This design comes from an exercise in tuning for small area, a short achievable clock period and few clock cycles per item on the open sky130 flow, not from production work.
Where RTL was checked, it was by simulation tests only, not by an equivalence proof against the original.
Power is estimated from default activity; no workload was simulated.

## sierra
// matmul_adder_tree_pipe
module matmul_adder_tree_pipe (
  input  logic         clk,
  input  logic         rst_n,
  input  logic         in_valid,
  output logic         in_ready,
  input  logic [431:0] prod,
  input  logic         in_last,
  input  logic         accum_en,
  output logic         out_valid,
  input  logic         out_ready,
  output logic [215:0] mult,
  output logic [8:0]   sat_flag,
  output logic [7:0]   beat_cnt
);
  logic        w_en;
  logic        w_fire;
  logic        r_vld;
  logic        r_close;
  logic [17:0] r_tree [9];
  logic        r_idle;        
  logic        r_fresh;
  logic [7:0]  r_cnt;
  logic [8:0]  r_sat;
  logic [23:0] r_acc [9];
  logic [23:0] w_next [9];
  logic [8:0]  w_ovf;
  assign w_en     = r_idle | out_ready;
  assign in_ready = w_en;
  assign w_fire   = w_en & r_vld;
  generate
    for (genvar i = 0; i < 3; i++) begin : g_row
  ...
For scale: roughly 400 flip-flops, about 0.034 mm² of cells after synthesis.
==> flow/config.mk <==
export PLATFORM = sky130hd
export DESIGN_NAME = matmul_adder_tree_pipe
export DESIGN_NICKNAME = matmul_adder_tree_pipe
export VERILOG_FILES = /design/flow/design.v
export SDC_FILE = /design/flow/constraint.sdc
export NUM_CORES = 4
export LEC_CHECK = 0
export ABC_AREA = 1
export CAP_MARGIN = 20
export CORE_MARGIN = 2
export CORE_UTILIZATION = 50
export CTS_BUF_LIST = sky130_fd_sc_hd__clkbuf_2 sky130_fd_sc_hd__clkbuf_4 sky130_fd_sc_hd__clkbuf_8
export CTS_CLUSTER_DIAMETER = 60
export CTS_CLUSTER_SIZE = 14
export SETUP_SLACK_MARGIN = 1.8
export SLEW_MARGIN = 20
==> flow/constraint.sdc <==
create_clock -name core_clock -period 4.5 [get_ports {clk}]
set_input_delay 0.9000 -clock core_clock [delete_from_list [all_inputs] [get_ports {clk}]]
set_output_delay 0.9000 -clock core_clock [all_outputs]
set_load 0.01 [all_outputs]
standard.sh (not shown) runs the stock make flow with config.mk's settings and CLKGATE_MAP_FILE= SYNTH_SCRIPT=/design/flow/synth_recipe.tcl, a recipe that flattens the netlist after the stock synthesis.
==> flow/flow/run.sh <==
#!/bin/bash
set -euo pipefail
export BUFFER_PORTS_ARGS="-buffer_cell sky130_fd_sc_hd__buf_1"
bash standard.sh > standard_flow.log 2>&1
The following lists how fjord was set up differently from sierra:
Settings: a change of SETUP_SLACK_MARGIN from 1.8 to 2.1.
[summary]
- Startpoint of the most critical setup path = r_acc[8][0]: fjord; startpoint of the most critical setup path = r_acc[4][0]: sierra
- Relative to sierra, combinational power increased by about 28% in fjord.
- [diff] time the worst path needs with I/O delays and setup, fjord relative to sierra: improvement
- fjord ended up with r_acc[8][10] as its endpoint of the most critical setup path; sierra ended up with r_acc[4][9].
- Looking only at standby leakage power, and setting everything else aside, the lower value of sierra and fjord goes to sierra.
Function was not checked in any run of this note: the RTL went through the layout flow alone.


The RTL this note starts from:
==> flow/design.v <==
`default_nettype none
module matmul_adder_tree_pipe (
  input  logic         clk,
  input  logic         rst_n,
  input  logic         in_valid,
  output logic         in_ready,
  input  logic [431:0] prod,
  input  logic         in_last,
  input  logic         accum_en,
  output logic         out_valid,
  input  logic         out_ready,
  output logic [215:0] mult,
  output logic [8:0]   sat_flag,
  output logic [7:0]   beat_cnt
);
  logic        r_out_valid;
  logic        r_fresh;
  logic [7:0]  r_cnt;
  logic [8:0]  r_sat;
  logic [23:0] r_acc [9];
  logic        w_accept;
  logic        w_close;
  logic [23:0] w_next [9];
  logic [8:0]  w_ovf;
  assign in_ready = ~r_out_valid | out_ready;
  assign w_accept = in_valid & in_ready;
  assign w_close  = in_last | ~accum_en;
  generate
    for (genvar i = 0; i < 3; i++) begin : g_row
      for (genvar j = 0; j < 3; j++) begin : g_col
        localparam int e = i*3 + j;
        logic signed [24:0] w_t;
        logic signed [24:0] w_base;
        logic signed [24:0] w_s;
        assign w_t = 25'($signed(prod[((i*3+0)*3+j)*16 +: 16]))
                   + 25'($signed(prod[((i*3+1)*3+j)*16 +: 16]))
                   + 25'($signed(prod[((i*3+2)*3+j)*16 +: 16]));
        assign w_base = r_fresh ? 25'sd0 : 25'($signed(r_acc[e]));
        assign w_s    = w_base + w_t;
        assign w_ovf[e]  = w_s[24] ^ w_s[23];
        assign w_next[e] = w_ovf[e] ? {w_s[24], {23{~w_s[24]}}} : w_s[23:0];
      end
    end
  endgenerate
  always_ff @(posedge clk or negedge rst_n) begin
    if (!rst_n) begin
      r_out_valid <= 1'b0;
      r_fresh     <= 1'b1;
    end else begin
      r_out_valid <= (w_accept & w_close) | (r_out_valid & ~out_ready);
      if (w_accept) r_fresh <= w_close;
    end
  end
  always_ff @(posedge clk) begin
    if (w_accept) begin
      for (int e = 0; e < 9; e++) r_acc[e] <= w_next[e];
      r_sat <= r_fresh ? w_ovf : (r_sat | w_ovf);
      r_cnt <= r_fresh ? 8'd1 : (r_cnt + {7'd0, ~&r_cnt});
    end
  end
  assign out_valid = r_out_valid;
  for (genvar e = 0; e < 9; e++) begin : g_out
    assign mult[e*24 +: 24] = r_acc[e];
  end
  assign sat_flag = r_sat;
  assign beat_cnt = r_cnt;
endmodule
`default_nettype wire
Settings: LEC_CHECK=0, CAP_MARGIN=20, CORE_MARGIN=2, CORE_UTILIZATION=40, SLEW_MARGIN=20; clock period 4.5 ns.
run.sh (not shown) runs the stock make flow with config.mk's settings and CLKGATE_MAP_FILE= SYNTH_SCRIPT=/design/flow/synth_recipe.tcl, a recipe that flattens the netlist after the stock synthesis.
Stock flow here: none of the scripts above is used.
The first run produced a layout that fails on setup timing.
Testbench counts at the start, summed over its fixed seeds: cycles 16,008, items 16,000.
Then changed:
==> flow/flow/run.sh (new file) <==
#!/bin/bash
set -euo pipefail
export BUFFER_PORTS_ARGS="-buffer_cell sky130_fd_sc_hd__buf_1"
bash standard.sh > standard_flow.log 2>&1
==> flow/standard.sh (new file) <==
#!/bin/bash
# synth_recipe.tcl (not shown) runs the flow's synth.tcl, then flattens the netlist and writes it again
# the make line also repeats each setting of config.mk as NAME=value (left out here)
make -C /OpenROAD-flow-scripts/flow DESIGN_CONFIG=/design/flow/config.mk WORK_HOME=/design/flow/orfs CLKGATE_MAP_FILE= SYNTH_SCRIPT=/design/flow/synth_recipe.tcl "${@:-finish}"
removed: flow/run.sh
The changed run went through all stages and came out clean; first-iteration DRC count went down by 16%; design area came out lower by 18%; routed wire length came out lower by 12%; register-to-register slack improved by 0.09 ns; clock skew is about the same; flip-flop and latch count is unchanged; combinational power fell by 24%; utilization falls by 11 points; setup slack gains 0.077 ns; critical path depth is higher by 1; cell count is lower by 4.2%.

## what the ideal ports hide
How much do the figures lean on ideal ports? The routed layouts below were timed once more, with nothing changed but the port constraints.
Step 1 assumes that a clkbuf_16 drives the clock port and a buf_2 every other input.
Step 2 adds t to the input delays and takes it off the output delays; t is the mean of the earliest and latest rising clock arrival at the registers after step 1. Input paths then give back, and output paths get back, about the clock's delay inside the block.
Three values: no drivers, after step 1, after step 2; two values: the first two.
run | shift t [ns] | slack for setup (ns) | worst hold slack (ns) | worst setup path after step 2 | clock arrival spread, ns
sierra | 0.730 | 1.912 / 1.902 / 1.224 | 0.075 / 0.033 / 0.420 | input to register | 0.033 / 0.033
fjord | 0.720 | 2.019 / 2.012 / 1.326 | 0.425 / 0.425 / 0.425 | input to register | 0.056 / 0.056
the first run of note 2 | 0.605 | -0.022 / -0.008 / -0.612 | 0.512 / 0.478 / 0.547 | input to register | 0.019 / 0.019
the second run of note 2 | 0.591 | 0.055 / 0.058 / -0.533 | 0.141 / 0.104 / 0.567 | input to register | 0.016 / 0.016
With both steps, setup timing fails in the second run of note 2, where it was met with ideal ports. The setup slack of fjord, which loses most, moves by -0.007 ns with the drivers and by -0.693 ns with both steps.
